From an optimization exercise on the open Yosys and OpenROAD flow, aimed at small area, a short achievable clock period and few clock cycles per item; shortcuts taken in it are not production practice.
RTL that was checked went through simulation tests only; none was proved equivalent to the original.

## fp_mul_sched_top
module fp_mul_sched_top (
    input  logic         clk,
    input  logic         reset_n,
    input  logic [3:0]   req_valid,
    input  logic [127:0] req_x,
    input  logic [127:0] req_y,
    output logic [3:0]   req_ready,
    output logic         res_valid,
    input  logic         res_ready,
    output logic [1:0]   res_id,
    output logic [31:0]  res_data,
    output logic [4:0]   res_flags,
    output logic         busy
);
    fp_mul_sched u_sched (
        .clk       (clk),
        .reset_n   (reset_n),
        .req_valid (req_valid),
        .req_x     (req_x),
        .req_y     (req_y),
        .req_ready (req_ready),
        .res_valid (res_valid),
        .res_ready (res_ready),
        .res_id    (res_id),
        .res_data  (res_data),
        .res_flags (res_flags),
        .busy      (busy)
    );
endmodule
Size in the first run: ~1800 cells after synthesis, about 310 I/O pins.
==> module fp_mul_sched, before the edit <==
module fp_mul_sched (
    input  logic           clk,
    input  logic           reset_n,
    input  logic [3:0]     req_valid,
    input  logic [127:0]   req_x,
    input  logic [127:0]   req_y,
    output logic [3:0]     req_ready,
    output logic           res_valid,
    input  logic           res_ready,
    output logic [1:0]     res_id,
    output logic [31:0]    res_data,
    output logic [4:0]     res_flags,
    output logic           busy
);
    localparam logic [1:0] SP_NONE = 2'd0, SP_ZERO = 2'd1, SP_NAN = 2'd2, SP_INF = 2'd3;
    logic [3:0][3:0] before_q, before_d;
    logic [3:0][3:0] prio;        
    logic       v0_q, v1_q;       
    logic       ld1;              
    logic       hold0;            
    logic       en;               
    logic [3:0] first;            
    logic       gnt;
    assign ld1   = !v1_q || res_ready;
    assign hold0 = v0_q && !ld1;
    assign en    = !hold0;
    always_comb begin
        for (int i = 0; i < 4; i++) begin
            for (int j = 0; j < 4; j++) begin
                prio[i][j] = (j < i) ? before_q[i][j] : (j > i) ? !before_q[j][i] : 1'b0;
            end
        end
        for (int i = 0; i < 4; i++) begin
            first[i] = req_valid[i] && !(|(req_valid & prio[i]));
        end
    end
    assign req_ready = first & {4{en}};
    assign gnt       = |req_ready;
    always_comb begin
        before_d = before_q;
        for (int g = 0; g < 4; g++) begin
            if (req_ready[g]) begin
                for (int i = 0; i < 4; i++) begin
                    for (int j = 0; j < i; j++) begin
                        before_d[i][j] = ((j - g + 3) % 4) < ((i - g + 3) % 4);
                    end
                end
            end
        end
    end
    always_ff @(posedge clk or negedge reset_n) begin
        if (!reset_n) begin
            for (int i = 0; i < 4; i++) begin
                for (int j = 0; j < i; j++) begin
                    before_q[i][j] <= 1'b1;
                end
            end
            v0_q <= 1'b0;
            v1_q <= 1'b0;
        end else begin
            for (int i = 0; i < 4; i++) begin
                for (int j = 0; j < i; j++) begin
                    before_q[i][j] <= before_d[i][j];
                end
            end
            v0_q <= gnt || hold0;
            if (ld1) v1_q <= v0_q;
        end
    end
    logic [31:0] x, y;
    logic [22:0] xm0_q, ym0_q;
    logic [7:0]  xe0_q, ye0_q;
    logic [1:0]  id0_q;
    logic        sgn0_q;
    always_comb begin
        x = '0;
        y = '0;
        for (int i = 0; i < 4; i++) begin
            x = x | (req_x[32*i +: 32] & {32{req_ready[i]}});
            y = y | (req_y[32*i +: 32] & {32{req_ready[i]}});
        end
    end
    always_ff @(posedge clk) begin
        xm0_q  <= x[22:0] | (xm0_q & {23{hold0}});
        ym0_q  <= y[22:0] | (ym0_q & {23{hold0}});
        xe0_q  <= x[30:23] | (xe0_q & {8{hold0}});
        ye0_q  <= y[30:23] | (ye0_q & {8{hold0}});
        id0_q  <= {req_ready[3] | req_ready[2], req_ready[3] | req_ready[1]} | (id0_q & {2{hold0}});
        sgn0_q <= (x[31] ^ y[31]) | (sgn0_q & hold0);
    end
    logic [8:0] ec;               
    logic [8:0] es1;              
    logic [9:0] e0;
    logic       nan0, inf0, zero0;
    logic [1:0] sp0;
    assign ec[0] = 1'b1;
    for (genvar i = 0; i < 8; i++) begin : g_eadd
        assign es1[i]  = xe0_q[i] ^ ye0_q[i] ^ ec[i];
        assign ec[i+1] = (xe0_q[i] & ye0_q[i]) | (xe0_q[i] & ec[i]) | (ye0_q[i] & ec[i]);
    end
    assign es1[8] = ec[8];
    assign e0     = {es1[8:7] == 2'b00 ? 3'b111 : {1'b0, es1[8:7] - 2'd1}, es1[6:0]};
    assign zero0 = (xe0_q == 8'h00) || (ye0_q == 8'h00);
    assign nan0  = (xe0_q == 8'hFF && xm0_q != '0) || (ye0_q == 8'hFF && ym0_q != '0);
    assign inf0  = (xe0_q == 8'hFF) || (ye0_q == 8'hFF);
    assign sp0   = zero0 ? SP_ZERO : nan0 ? SP_NAN : inf0 ? SP_INF : SP_NONE;
    logic [12:0] row_s, row_c;
    logic [11:0] top;
    logic        c_lo, g_mid, p_mid;
    fp_mul_mult u_mult (
        .x_m   (xm0_q),
        .y_m   (ym0_q),
        .row_s (row_s),
        .row_c (row_c),
        .top   (top),
        .c_lo  (c_lo),
        .g_mid (g_mid),
        .p_mid (p_mid)
    );
    logic [12:0] s1_q, c1_q;      
    logic [11:0] top1_q;          
    logic        cin1_q, sgn1_q;
    logic [9:0]  e1_q;
    logic [1:0]  sp1_q, id1_q;
    always_ff @(posedge clk) begin
        if (ld1) begin
            s1_q    <= row_s;
            c1_q    <= row_c;
            top1_q  <= top;
            cin1_q  <= g_mid | (p_mid & c_lo);
            sgn1_q  <= sgn0_q;
            e1_q    <= e0;
            sp1_q   <= sp0;
            id1_q   <= id0_q;
        end
    end
    logic        cin;
    logic [14:0] sum;
    logic [24:0] p_hi;
    logic        norm;
    logic [7:0]  e_inc;
    logic        unf0, unf1, ovf0, ovf1, spec, inf_f, nan_f, zero_f;
    logic        n0, n1, pinf0, pinf1, unf, ovf;
    assign cin   = cin1_q;
    assign sum   = {1'b0, s1_q, 1'b1} + {1'b0, c1_q, cin};
    logic [11:0] top_inc;
    assign top_inc = top1_q + 12'd1;
    assign p_hi  = {sum[14] ? top_inc : top1_q, sum[13:1]};
    assign norm  = sum[14] ? top_inc[11] : top1_q[11];
    assign e_inc = e1_q[7:0] + 8'd1;
    assign unf0   = e1_q[9] || (e1_q == 10'd0);
    assign unf1   = e1_q[9];
    assign ovf0   = !e1_q[9] && (e1_q >= 10'd255);
    assign ovf1   = !e1_q[9] && (e1_q >= 10'd254);
    assign spec   = (sp1_q != SP_NONE);
    assign zero_f = (sp1_q == SP_ZERO);
    assign nan_f  = (sp1_q == SP_NAN);
    assign inf_f  = (sp1_q == SP_INF);
    assign n0     = !spec && !unf0 && !ovf0;
    assign n1     = !spec && !unf1 && !ovf1;
    assign pinf0  = nan_f || inf_f || (!spec && ovf0);
    assign pinf1  = nan_f || inf_f || (!spec && ovf1);
    assign unf    = !spec && (norm ? unf1 : unf0);
    assign ovf    = !spec && (norm ? ovf1 : ovf0);
    assign res_valid = v1_q;
    assign res_id    = id1_q;
    assign res_flags = {inf_f, nan_f, zero_f, ovf, unf};
    assign res_data  = norm ? {n1 & sgn1_q, n1 ? e_inc : {8{pinf1}}, p_hi[23:1] & {23{n1}}}
                            : {n0 & sgn1_q, n0 ? e1_q[7:0] : {8{pinf0}}, p_hi[22:0] & {23{n0}}};
    assign busy      = v0_q || v1_q;
endmodule
export LEC_CHECK = 0
export ABC_AREA = 1
export CAP_MARGIN = 20
export CORE_MARGIN = 2
export CORE_UTILIZATION = 40
export CTS_BUF_LIST = sky130_fd_sc_hd__clkbuf_8
export SLEW_MARGIN = 20
create_clock -name core_clock -period 10.5 [get_ports {clk}]
standard.sh (not shown) runs the stock make flow with config.mk's settings and CLKGATE_MAP_FILE= SYNTH_SCRIPT=/design/flow/synth_recipe.tcl, a recipe that flattens the netlist after the stock synthesis.
==> flow/flow/run.sh <==
#!/bin/bash
# Own layout flow:
#  2. full-adder polarity pass (fapol.py), then the combinational logic between the full
#     adders and registers mapped again by ABC (resyn.tcl), then the polarity pass again;
#     full/half adders, registers, ports and tie cells are kept
#  3. the ORFS layout with tighter timing repair and the smallest buffer on the ports
# Each tool's output goes to a log file of its own in this folder.
set -euo pipefail
MARGIN=5.15
RES=orfs/results/sky130hd/fp_mul_sched_top/base
LIB=$FLOW_HOME/platforms/sky130hd/lib/sky130_fd_sc_hd__tt_025C_1v80.lib
bash standard.sh synth > synth.log 2>&1
cp $RES/1_2_yosys.v 1_2_yosys.std.v
python3 flow/fapol.py 1_2_yosys.std.v fapol1.v > fapol1.log 2>&1
FLOW_LIB_FILE=$LIB RESYN_IN=fapol1.v RESYN_OUT=resyn.v RESYN_ABC=flow/resyn.abc FLOW_TOP=$FLOW_TOP \
    yosys -c flow/resyn.tcl > resyn.log 2>&1
python3 flow/fapol.py resyn.v $RES/1_2_yosys.v > fapol2.log 2>&1
rm -f $RES/1_synth.odb $RES/1_synth.sdc
bash standard.sh "SETUP_SLACK_MARGIN=$MARGIN" \
    "BUFFER_PORTS_ARGS=-buffer_cell sky130_fd_sc_hd__buf_1" finish > layout.log 2>&1
Other scripts of this flow, unchanged in this note and not shown: flow/flow/fapol.py, flow/flow/resyn.abc, flow/flow/resyn.tcl
Next try:
--- a/flow/design.v
+++ b/flow/design.v
@@ -971,10 +971,9 @@
     output logic [4:0]     res_flags,
     output logic           busy
 );
     localparam logic [1:0] SP_NONE = 2'd0, SP_ZERO = 2'd1, SP_NAN = 2'd2, SP_INF = 2'd3;
-    logic [3:0][3:0] before_q, before_d;
-    logic [3:0][3:0] prio;        
+    logic [3:0][3:0] prio_q, prio_d;
     logic       v0_q, v1_q;       
     logic       ld1;              
     logic       hold0;            
     logic       en;               
@@ -984,46 +983,37 @@
     assign hold0 = v0_q && !ld1;
     assign en    = !hold0;
     always_comb begin
         for (int i = 0; i < 4; i++) begin
-            for (int j = 0; j < 4; j++) begin
-                prio[i][j] = (j < i) ? before_q[i][j] : (j > i) ? !before_q[j][i] : 1'b0;
-            end
-        end
-        for (int i = 0; i < 4; i++) begin
-            first[i] = req_valid[i] && !(|(req_valid & prio[i]));
+            first[i] = req_valid[i] && !(|(req_valid & prio_q[i]));
         end
     end
     assign req_ready = first & {4{en}};
     assign gnt       = |req_ready;
     always_comb begin
-        before_d = before_q;
+        prio_d = prio_q;
         for (int g = 0; g < 4; g++) begin
             if (req_ready[g]) begin
                 for (int i = 0; i < 4; i++) begin
-                    for (int j = 0; j < i; j++) begin
-                        before_d[i][j] = ((j - g + 3) % 4) < ((i - g + 3) % 4);
+                    for (int j = 0; j < 4; j++) begin
+                        prio_d[i][j] = (j != i) && (((j - g + 3) % 4) < ((i - g + 3) % 4));
                     end
                 end
             end
         end
     end
     always_ff @(posedge clk or negedge reset_n) begin
         if (!reset_n) begin
             for (int i = 0; i < 4; i++) begin
-                for (int j = 0; j < i; j++) begin
-                    before_q[i][j] <= 1'b1;
+                for (int j = 0; j < 4; j++) begin
+                    prio_q[i][j] <= (j < i);
                 end
             end
-            v0_q <= 1'b0;
-            v1_q <= 1'b0;
+            v0_q   <= 1'b0;
+            v1_q   <= 1'b0;
         end else begin
-            for (int i = 0; i < 4; i++) begin
-                for (int j = 0; j < i; j++) begin
-                    before_q[i][j] <= before_d[i][j];
-                end
-            end
-            v0_q <= gnt || hold0;
+            prio_q <= prio_d;
+            v0_q   <= gnt || hold0;
             if (ld1) v1_q <= v0_q;
         end
     end
     logic [31:0] x, y;
Effect: Synthesized area rises slightly; count of clock-buffer cells in the layout falls by 2; wire length falls by a few percent; worst setup slack gains 0.070 ns; clock skew falls by 0.013 ns; via count hardly moves.
Testbench counts after the change, summed over its fixed seeds: cycles 2,064, items 2,048.
Function not checked in the first run of this note: the RTL went through the layout flow alone.

==> re-timing with driven ports <==
Ports are ideal in the flow. The routed layouts listed here were re-timed in OpenROAD. Step 1 (the two cells are an assumption about what drives the block):
set clk [get_ports {clk}]
set_driving_cell -lib_cell sky130_fd_sc_hd__clkbuf_16 $clk
set_driving_cell -lib_cell sky130_fd_sc_hd__buf_2 [delete_from_list [all_inputs] $clk]
Step 2, shift: input delay + t, output delay - t, t = (earliest + latest rising clock arrival at the registers) / 2. This alone moves slack from input paths to output paths. a / b / c = ideal ports / drivers / drivers and shift; a / b = the first two.
run | shift t [ns] | slack for setup (ns) | cell pins on the clock port's net
the first run | 0.522 | 5.158 / 5.117 / 5.192 | 1
the second run | 0.544 | 5.228 / 5.192 / 5.201 | 1
After both steps setup and hold are still met in every run listed. For the second run, which loses most, drivers alone change the setup slack by -0.036 ns; drivers and shift together by -0.027 ns.
